This is an optimization exercise on Yosys and OpenROAD, whose aim is small area, not a production implementation.
Function was checked by simulation only, so behaviour that the tests miss may differ from the original.
No activity file was given, so power comes from the tool's default toggle rates.

[design.v]
package fetch_pkg;
   localparam int inst_w      = 16;
   localparam int fetch_width = 4;
   localparam int slot_w      = $clog2(fetch_width);
   localparam int max_branches = 2;
   localparam int cnt_w        = $clog2(max_branches + 1);
   localparam int rom_depth_log2 = 8;
   localparam int rom_depth      = 1 << rom_depth_log2;
   localparam int         bht_index_w = 6;
   localparam int         bht_depth   = 1 << bht_index_w;
   localparam logic [1:0] ctr_init    = 2'b01;
   localparam int                   op_hi         = 15;
   localparam int                   op_lo         = 12;
   localparam logic [op_hi-op_lo:0] jump_op       = '1;
   localparam logic [1:0]           branch_prefix = 2'b10;
   localparam int                   imm_jump_mask = 2;
   localparam int off_hi     = 11;
   localparam int br_off_w   = 8;
   localparam int br_off_lo  = off_hi - br_off_w + 1;
   localparam int jmp_off_w  = 10;
   localparam int jmp_off_lo = off_hi - jmp_off_w + 1;
endpackage
`timescale 1ns/1ps
module fu_aoi222 (input logic a1, a2, b1, b2, c1, c2, output logic y);
   assign y = ~((a1 & a2) | (b1 & b2) | (c1 & c2));
endmodule
module fu_nand2 (input logic a, b, output logic y);
   assign y = ~(a & b);
endmodule
module fu_nand3 (input logic a, b, c, output logic y);
   assign y = ~(a & b & c);
endmodule
module fu_nand4 (input logic a, b, c, d, output logic y);
   assign y = ~(a & b & c & d);
endmodule
module fu_nor2 (input logic a, b, output logic y);
   assign y = ~(a | b);
endmodule
module fu_and2 (input logic a, b, output logic y);
   assign y = a & b;
endmodule
module fu_inv (input logic a, output logic y);
   assign y = ~a;
endmodule
module fu_sel64 (input logic [63:0] d, input logic [63:0] s, output logic y);
   logic [21:0] n;
   logic [5:0]  m;
   logic [2:0]  p;
   for (genvar g = 0; g < 21; g++) begin : g_t
      fu_aoi222 u_t (.a1(d[3*g]), .a2(s[3*g]), .b1(d[3*g+1]), .b2(s[3*g+1]),
                     .c1(d[3*g+2]), .c2(s[3*g+2]), .y(n[g]));
   end
   fu_nand2 u_t21 (.a(d[63]), .b(s[63]), .y(n[21]));
   fu_nand4 u_m0 (.a(n[0]),  .b(n[1]),  .c(n[2]),  .d(n[3]),  .y(m[0]));
   fu_nand4 u_m1 (.a(n[4]),  .b(n[5]),  .c(n[6]),  .d(n[7]),  .y(m[1]));
   fu_nand4 u_m2 (.a(n[8]),  .b(n[9]),  .c(n[10]), .d(n[11]), .y(m[2]));
   fu_nand4 u_m3 (.a(n[12]), .b(n[13]), .c(n[14]), .d(n[15]), .y(m[3]));
   fu_nand4 u_m4 (.a(n[16]), .b(n[17]), .c(n[18]), .d(n[19]), .y(m[4]));
   fu_nand2 u_m5 (.a(n[20]), .b(n[21]), .y(m[5]));
   fu_nor2  u_p0 (.a(m[0]), .b(m[1]), .y(p[0]));
   fu_nor2  u_p1 (.a(m[2]), .b(m[3]), .y(p[1]));
   fu_nor2  u_p2 (.a(m[4]), .b(m[5]), .y(p[2]));
   fu_nand3 u_y  (.a(p[0]), .b(p[1]), .c(p[2]), .y(y));
endmodule
module fu_sel4 (input logic [3:0] d, input logic [3:0] s, output logic y);
   logic [3:0] n;
   for (genvar k = 0; k < 4; k++) begin : g_t
      fu_nand2 u_n (.a(d[k]), .b(s[k]), .y(n[k]));
   end
   fu_nand4 u_y (.a(n[0]), .b(n[1]), .c(n[2]), .d(n[3]), .y(y));
endmodule
module fu_dec64 (input logic [5:0] a, output logic [63:0] y);
   logic [5:0] an;
   logic [7:0] lo, hi;
   for (genvar i = 0; i < 6; i++) begin : g_inv
      fu_inv u_i (.a(a[i]), .y(an[i]));
   end
   for (genvar l = 0; l < 8; l++) begin : g_pre
      fu_and3 u_lo (.a(l[0] ? a[0] : an[0]), .b(l[1] ? a[1] : an[1]),
                    .c(l[2] ? a[2] : an[2]), .y(lo[l]));
      fu_and3 u_hi (.a(l[0] ? a[3] : an[3]), .b(l[1] ? a[4] : an[4]),
                    .c(l[2] ? a[5] : an[5]), .y(hi[l]));
   end
   for (genvar j = 0; j < 64; j++) begin : g_y
      fu_and2 u_y (.a(hi[j/8]), .b(lo[j%8]), .y(y[j]));
   end
endmodule
module fu_and3 (input logic a, b, c, output logic y);
   assign y = a & b & c;
endmodule
module fu_and4 (input logic a, b, c, d, output logic y);
   assign y = a & b & c & d;
endmodule
module fu_ao22 (input logic a1, a2, b1, b2, output logic y);
   assign y = (a1 & a2) | (b1 & b2);
endmodule
module fu_dec256 (input logic en, input logic [7:0] a, output logic [255:0] y);
   logic [7:0]  an;
   logic [15:0] lo, hi_m, hi;
   for (genvar i = 0; i < 8; i++) begin : g_inv
      fu_inv u_i (.a(a[i]), .y(an[i]));
   end
   for (genvar l = 0; l < 16; l++) begin : g_pre
      fu_and4 u_lo (.a(l[0] ? a[0] : an[0]), .b(l[1] ? a[1] : an[1]),
                    .c(l[2] ? a[2] : an[2]), .d(l[3] ? a[3] : an[3]), .y(lo[l]));
      fu_and4 u_hm (.a(l[0] ? a[4] : an[4]), .b(l[1] ? a[5] : an[5]),
                    .c(l[2] ? a[6] : an[6]), .d(l[3] ? a[7] : an[7]), .y(hi_m[l]));
      fu_and2 u_hi (.a(hi_m[l]), .b(en), .y(hi[l]));
   end
   for (genvar j = 0; j < 256; j++) begin : g_y
      fu_and2 u_y (.a(hi[j/16]), .b(lo[j%16]), .y(y[j]));
   end
endmodule
`timescale 1ns/1ps
import fetch_pkg::*;
module fetch_top
(
   input  logic                      clk,
   input  logic                      rst_n,
   input  logic                      load_en,
   input  logic [rom_depth_log2-1:0] load_addr,
   input  logic [inst_w-1:0]         load_data,
   input  logic                      stall_fetch,
   input  logic                      stall_for_jump,
   input  logic                      commit_br,
   input  logic                      mispred_num,
   input  logic                      redirect_en,
   input  logic [inst_w-1:0]         redirect_pc,
   input  logic                      bp_update,
   input  logic [inst_w-1:0]         bp_pc,
   input  logic                      bp_taken,
   output logic [inst_w-1:0]         pc,
   output logic [inst_w-1:0]         inst0,
   output logic [inst_w-1:0]         inst1,
   output logic [inst_w-1:0]         inst2,
   output logic [inst_w-1:0]         inst3,
   output logic [fetch_width-1:0]    tkn_brnch,
   output logic [fetch_width-1:0]    is_im_jmp,
   output logic                      brch_full
);
   logic [rom_depth*inst_w-1:0] mem;
   logic [rom_depth-1:0]        we;
   fu_dec256 u_wdec (.en(load_en), .a(load_addr), .y(we));
   always_ff @(posedge clk) begin
      for (int a = 0; a < rom_depth; a++) begin
         if (we[a]) begin
            mem[a*inst_w +: inst_w] <= load_data;
         end
      end
   end
   logic [1:0]        b;
   logic [5:0]        row [4];
   logic [63:0]       rsel [4];
   logic [inst_w-1:0] bank [4];
   assign b = pc[1:0];
   for (genvar k = 0; k < 4; k++) begin : g_bank
      logic [63:0] col [inst_w];
      assign row[k] = pc[7:2] + 6'((k < b) ? 1 : 0);
      fu_dec64 u_dec (.a(row[k]), .y(rsel[k]));
      for (genvar t = 0; t < inst_w; t++) begin : g_bit
         for (genvar j = 0; j < 64; j++) begin : g_row
            assign col[t][j] = mem[(4*j+k)*inst_w + t];
         end
         fu_sel64 u_rd (.d(col[t]), .s(rsel[k]), .y(bank[k][t]));
      end
   end
   logic [bht_depth-1:0] bht_hi, bht_lon;
   logic [bht_depth-1:0] bsel;
   logic                 hb [4];
   logic                 h [4];
   logic [15:0]          hsel [4];
   logic [1:0] old_c, new_c;
   logic       bhi_d [bht_depth];
   logic       blon_d [bht_depth];
   fu_dec64 u_bdec (.a(bp_pc[5:0]), .y(bsel));
   fu_sel64 u_bhi (.d(bht_hi), .s(bsel), .y(old_c[1]));
   fu_sel64 u_blon (.d(bht_lon), .s(bsel), .y(old_c[0]));
   always_comb begin
      new_c = old_c;
      if (bp_update) begin
         new_c[1] = (old_c[1] & ~old_c[0]) | ((old_c[1] | ~old_c[0]) & bp_taken);
         new_c[0] = ~((old_c[1] & old_c[0]) | ((old_c[1] | old_c[0]) & bp_taken));
      end
   end
   for (genvar e = 0; e < bht_depth; e++) begin : g_bht
      logic seln;
      fu_inv  u_n  (.a(bsel[e]), .y(seln));
      fu_ao22 u_hi (.a1(bsel[e]), .a2(new_c[1]), .b1(seln), .b2(bht_hi[e]), .y(bhi_d[e]));
      fu_ao22 u_lo (.a1(bsel[e]), .a2(new_c[0]), .b1(seln), .b2(bht_lon[e]), .y(blon_d[e]));
   end
   always_ff @(posedge clk or negedge rst_n) begin
      if (!rst_n) begin
         bht_hi  <= '0;
         bht_lon <= '0;
      end else begin
         for (int e = 0; e < bht_depth; e++) begin
            bht_hi[e]  <= bhi_d[e];
            bht_lon[e] <= blon_d[e];
         end
      end
   end
   always_comb begin
      for (int k = 0; k < 4; k++) begin
         for (int j = 0; j < 16; j++) begin
            hsel[k][j] = row[k][3:0] == 4'(j);
         end
         hb[k] = 1'b0;
         for (int j = 0; j < 16; j++) begin
            hb[k] = hb[k] | (bht_hi[4*j+k] & hsel[k][j]);
         end
      end
      for (int i = 0; i < 4; i++) begin
         h[i] = hb[(b + 2'(i)) & 2'd3];
      end
   end
   logic [1:0]  br_cnt, br_live, cnt_nxt, dec_amt;
   logic        hold_q;
   logic        kill;
   logic [3:0]  squash, third, tkn, imj, tgt;
   logic [2:0]  n_issue;
   logic        dec_br [4];
   logic        dec_jmp [4];
   logic        dec_imj [4];
   logic [3:0]  bdec_br, bdec_jmp, bdec_imj;
   always_comb begin
      for (int k = 0; k < 4; k++) begin
         bdec_br[k]  = bank[k][15:14] == 2'b10 && bank[k][13:12] != 2'b00;
         bdec_jmp[k] = bank[k][15:12] == 4'hF;
         bdec_imj[k] = bdec_jmp[k] && bank[k][1:0] == 2'b00;
      end
      for (int i = 0; i < 4; i++) begin
         dec_br[i]  = bdec_br[(b + 2'(i)) & 2'd3];
         dec_jmp[i] = bdec_jmp[(b + 2'(i)) & 2'd3];
         dec_imj[i] = bdec_imj[(b + 2'(i)) & 2'd3];
      end
   end
   always_comb begin
      kill    = stall_fetch | stall_for_jump | hold_q;
      br_live = br_cnt;
      n_issue = '0;
      squash  = '0;
      third   = '0;
      tkn     = '0;
      imj     = '0;
      for (int i = 0; i < 4; i++) begin
         if (kill) begin
            squash[i] = 1'b1;
         end else if (dec_br[i]) begin
            if (br_live[1]) begin
               third[i]  = 1'b1;
               squash[i] = 1'b1;
               kill      = 1'b1;
            end else begin
               br_live = br_live + 2'd1;
               tkn[i]  = h[i];
               kill    = h[i];
            end
         end else if (dec_jmp[i]) begin
            imj[i] = dec_imj[i];
            kill   = 1'b1;
         end
         if (!squash[i]) begin
            n_issue = n_issue + 3'd1;
         end
      end
      tgt = tkn | imj;
   end
   always_comb begin
      for (int i = 0; i < 4; i++) begin
         tkn_brnch[3-i] = tkn[i];
         is_im_jmp[3-i] = imj[i];
      end
   end
   logic [3:0]        osel [4];
   logic [inst_w-1:0] inst [4];
   always_comb begin
      for (int i = 0; i < 4; i++) begin
         for (int k = 0; k < 4; k++) begin
            osel[i][k] = !squash[i] && (((b + 2'(i)) & 2'd3) == 2'(k));
         end
      end
   end
   for (genvar i = 0; i < 4; i++) begin : g_slot
      for (genvar t = 0; t < inst_w; t++) begin : g_bit
         fu_sel4 u_o (.d({bank[3][t], bank[2][t], bank[1][t], bank[0][t]}),
                      .s(osel[i]), .y(inst[i][t]));
      end
   end
   assign inst0 = inst[0];
   assign inst1 = inst[1];
   assign inst2 = inst[2];
   assign inst3 = inst[3];
   assign brch_full = hold_q;
   logic [10:0] off, step;
   logic [2:0]  base_inc;
   logic [3:0] tgtb;
   always_comb begin
      off      = '0;
      base_inc = n_issue;
      for (int i = 0; i < 4; i++) begin
         if (tgt[i]) begin
            base_inc = 3'(i);
         end
      end
      for (int k = 0; k < 4; k++) begin
         tgtb[k] = tgt[(2'(k) - b) & 2'd3];
         if (tgtb[k]) begin
            if (bdec_imj[k]) off = {bank[k][11], bank[k][11:2]};
            else             off = {{3{bank[k][11]}}, bank[k][11:4]};
         end
      end
      step = off + 11'(base_inc);
   end
   always_ff @(posedge clk or negedge rst_n) begin
      if (!rst_n) begin
         pc <= '0;
      end else if (redirect_en) begin
         pc <= redirect_pc;
      end else begin
         pc <= pc + {{5{step[10]}}, step};
      end
   end
   always_comb begin
      dec_amt = commit_br ? (mispred_num ? 2'd2 : 2'd1) : 2'd0;
      cnt_nxt = (br_live > dec_amt) ? br_live - dec_amt : 2'd0;
   end
   always_ff @(posedge clk or negedge rst_n) begin
      if (!rst_n) begin
         br_cnt <= '0;
         hold_q <= 1'b0;
      end else begin
         br_cnt <= cnt_nxt;
         if (commit_br) begin
            hold_q <= 1'b0;
         end else if (|third) begin
            hold_q <= 1'b1;
         end
      end
   end
endmodule
[run.sh]
#!/bin/bash
# synth_recipe.tcl (not shown) runs the flow's synth.tcl, then flattens the netlist and writes it again
# the make line also repeats each setting of config.mk as NAME=value (left out here)
make -C /OpenROAD-flow-scripts/flow DESIGN_CONFIG=/design/flow/config.mk WORK_HOME=/design/flow/orfs CLKGATE_MAP_FILE= SYNTH_SCRIPT=/design/flow/synth_recipe.tcl finish
[config.mk]
export PLATFORM = sky130hd
export DESIGN_NAME = fetch_top
export DESIGN_NICKNAME = fetch_top
export VERILOG_FILES = /design/flow/design.v
export SDC_FILE = /design/flow/constraint.sdc
export NUM_CORES = 4
export LEC_CHECK = 0
export CAP_MARGIN = 30
export CORE_MARGIN = 2
export CORE_UTILIZATION = 65
export CTS_CLUSTER_DIAMETER = 80
export CTS_CLUSTER_SIZE = 26
export PLACE_DENSITY = 0.72
export SETUP_SLACK_MARGIN = 0.4
export SLEW_MARGIN = 20
export SYNTH_HIERARCHICAL = 1
export SYNTH_MEMORY_MAX_BITS = 8192
export SYNTH_MINIMUM_KEEP_SIZE = 0
[constraint.sdc]
create_clock -name core_clock -period 18.0 [get_ports {clk}]
set_input_delay 3.6000 -clock core_clock [delete_from_list [all_inputs] [get_ports {clk}]]
set_output_delay 3.6000 -clock core_clock [all_outputs]
set_load 0.01 [all_outputs]
==> flow_summary_export.csv <==
group,metric,value,unit
drt,drtPass1Iterations,17,
drt,drc,0,
place,place_area,0.1623,mm2
synthesis,synth_mux_area_share,0.4913,%
synthesis,yosys_warnings,36,
floorplanning,die_w,494.1,um
timing,slew_violations,0,
clock_network,cts_setup_buffers,0,
synthesis,synth_top_family_by_area,"compound AO/OA/AOI/OAI gates",
synthesis,synth_top_area_cell,"edfxtp_1",
timing,maxSlewHeadroom,23.61,%
critical_path,path_buf_inv,5,
timing,skew,41.67,ps
global_routing,grt_max_degree,129,
final_layout,nNetsFinal,8794,
synthesis,async_flop_share,3.465,%
clock_network,hold_buffers,0,
final_layout,fin_area,0.1678,mm2
drt,num_vias,90320,
run,maxCapViolCount,0,
drt,wl_per_cell,35.62,um
synthesis,ys.flop_type,"edfxtp_1",
clock_network,cts_tree,"built",
clock_network,cts-htree-levels,4,
place,dp_slack,4168,ps
synthesis,synthTopCellsByCount,"edfxtp_1 (4096), a222oi_1 (1388), and2_1 (606), nand2_1 (511), nand4_1 (402)",
timing,finalSetupTns,0,ps
final_layout,drive_gt1_share,4.836,%
hold_path,hold_depth,1,
critical_path,slowest_delay,750,ps
synthesis,synthSimpleGateAreaFrac,7.000,%
global_routing,grt_antenna_before_repair,38,
synthesis,synthCells,8258,
timing,rsz0062_at_grt,"false",
critical_path,critPathLaunchType,"flop",
clock_network,clock-sinks,4243,
timing,fin_crit,15190,ps
timing,fmax,0.06582,GHz
clock_network,cts_resized,0,
place,port_buffers,144,
power,peakVddDrop,167.9,uV
global_routing,globalRouteTotalUtil,34.25,%
clock_network,clock-root-buffer,"clkbuf_16",
final_layout,area_delta_synth_final,7.519,%
global_routing,grt_pass1_vias,85010,
synthesis,seq_area_frac_synth,81.15,%
timing,period_share,84.40,%
drt,via_per_inst,7.575,
synthesis,synth_compound_area_share,10.37,%
synthesis,yosysMostFrequentCell,"edfxtp_1",
drt,drt_iter0_markers,19120,
synthesis,syn_area,0.1561,mm2
clock_network,cts_buffers,186,
floorplanning,die-height,494.1,um
power,power-per-cell-area,146.8,mW/mm2
clock_network,clk_path_buf_depth,3,
clock_network,path_clk_slew,90,ps
floorplanning,ioPinCount,155,
synthesis,synth_fp_nets,8367,
synthesis,netlist.area_leader.share,78.79,%
global_routing,grt_pass1_wl,599500,um
synthesis,synth_area_leaders,"edfxtp_1 (79%), a222oi_1 (8.9%), and2_1 (2.4%)",
drt,antenna_left,0,
timing,setup_viol,0,
critical_path,cp.depth,27,
synthesis,ys_ff_latch,4243,
floorplanning,fp-row-count,179,
timing,fin_ws,2808,ps
final_layout,fillers,14730,
global_routing,overflow,0,
drt,routed_wl,424800,um
floorplanning,die_area,0.2441,mm2
synthesis,syn_area_per_cell,18.90,um2
critical_path,cp_slowest_cell,"ha_1",
outcome,status,"complete, no violations",
critical_path,rr_worst_depth,48,
timing,hold_viol_final,0,
clock_network,clk-insertion-delay-late,900,ps
timing,worst_pin_slew,1143,ps
critical_path,cp_top_family,"simple AND/OR/NAND/NOR gates",
synthesis,synth-edff-count,4096,
power,p_leak,52.80,nW
place,gp_congestion,0.9335,
hold_path,hp-class,"flop to flop",
critical_path,criticalPathCategory,"flop to primary output",
synthesis,synth_xor_xnor_area_share,0.2004,%
floorplanning,core_area,0.2383,mm2
critical_path,arrival,11590,ps
floorplanning,start_util,65.51,%
place,dp_hpwl,265200,um
critical_path,crit_required,14400,ps
critical_path,end_kind,"primary output",
synthesis,netlist-cell-type-count,94,
synthesis,synthAdderAreaFrac,0.3591,%
critical_path,cp_max_fo,27,
-- per-layer routing --
| metal | wire length (um) | global-route usage (%) |
|---|---|---|
| met3 | 51250 | 5.675 |
| met4 | 21790 | 14.85 |
| met5 | 27 | 0 |
| met2 | 201900 | 53.73 |
| met1 | 149800 | 48.41 |
-- flip-flops by register name, summed over array words and instances, names as in the netlist --
| signal | cells |
|---|---|
| hold_q | 1 |
| bht_hi | 64 |
| bht_lon | 64 |
| br_cnt | 2 |
| pc | 16 |
| mem | 4096 |
-- stage by stage --
step | hold WS, ps | total power, W | util, % | std cells
finish | 508.1 | 0.02464 | 70.43 | 11920
global route | 528.1 | 0.02522 | 70.43 | 11920
CTS | 508.1 | 0.02436 | 70.31 | 11900
detailed placement | 482.6 | 0.01973 | 68.13 | 11650
global placement | 479.8 | 0.01958 | 68.08 | 11650
floorplan | 462.6 | 0.01537 | - | 8258
-- final timing paths --
check	startpoint	to	slack, ps
worst max register to register	pc[0]$_DFF_PN0_	pc[15]$_DFF_PN0_	4030
min in group asynchronous	rst_n	pc[11]$_DFF_PN0_	2710
worst min register to register	bht_lon[3]$_DFF_PN0_	bht_lon[3]$_DFF_PN0_	510
worst min-delay path	bht_lon[3]$_DFF_PN0_	bht_lon[3]$_DFF_PN0_	510
worst max-delay path	pc[0]$_DFF_PN0_	inst3[12]	2810
max in group asynchronous	rst_n	bht_hi[30]$_DFF_PN0_	14150
-- per-module statistics from Yosys, one instance, submodules excluded, a selection --
module	cells	flip-flops and latches
fetch_top	4892	4243
fu_and2	1	0
fu_and3	1	0
fu_and4	1	0
fu_ao22	1	0
fu_aoi222	1	0
fu_inv	1	0
fu_nand2	1	0
fu_nand3	1	0
fu_nand4	1	0
fu_nor2	1	0
-- kinds of logic (layout without fill, tap and decap cells) --
kind of cell,Yosys count,in the layout
DFF,4243,4243
and+or+nand+nor,2046,2046
AOI/OAI and AO/OA,1678,1678
buffers and inverters,162,650
muxes,52,52
adders and majority gates,43,43
xor gates and xnor gates,34,34
other,0,11
-- power by group --
group	switching, W	internal, W
clock	0.00283	0.00198
sequential	0.0000838	0.0109
combinational	0.00651	0.00230
-- final cells by class --
type / count / area, um2 / area share, %
inverters: 135 / 506.7 / 0.3019
well taps: 3167 / 3963 / 2.361
repair buffers: 266 / 2668 / 1.589
flip-flops and latches: 4243 / 126700 / 75.48
multi-input cells: 3853 / 28780 / 17.15
clock inverters: 25 / 329.1 / 0.1961
clock buffers: 224 / 4882 / 2.909
diodes: 11 / 27.53 / 0.01640
-- worst register-to-register path, delay by kind of cell, from the launching register on --
kind | cells | cell delay [ps]
buffers and inverters | 5 | 1280
adders and majority gates | 7 | 2650
and+or+nand+nor | 16 | 4440
DFF | 1 | 360
AOI/OAI and AO/OA | 20 | 5090
-- placed cells by master, fill, tap and decap left out, drive strengths merged, types with 40 or more instances in the layout --
cell type and n:
inv 146, dfrtp 147, nand4 402, buf 139, clkdlybuf4s50 127, a21oi 40, a222oi 1388, a22o 130
nor2 250, ha 40, edfxtp 4096, nand2 511, clkbuf 224, and3 85, nand3 86, and2 609

-- static timing again, ports no longer ideal --
The flow's constraints put no driver on any port. The routed layout listed below was extracted and timed again, unchanged, in two steps. Step 1 (the two cells are an assumption about what drives the block):
set clk [get_ports {clk}]
set_driving_cell -lib_cell sky130_fd_sc_hd__clkbuf_16 $clk
set_driving_cell -lib_cell sky130_fd_sc_hd__buf_2 [delete_from_list [all_inputs] $clk]
Step 2 moves the port delays by t, midway between the first and last clock arrival at a register: inputs arrive t later, outputs are due t later. That takes back most of the time a late clock gives input paths. Three values: ideal ports, drivers, drivers and shift; two values: the first two.
t (ns): 0.974
setup slack, ns: 2.808 / 2.715 / 3.689
worst setup path at the end: register to output
latest minus earliest clock arrival (ns): 0.046 / 0.046
worst slew at a driven data input, ns: 0.19
After both steps setup and hold are still met in this run. The setup slack of this run moves by -0.093 ns with the drivers and by +0.881 ns with both steps.
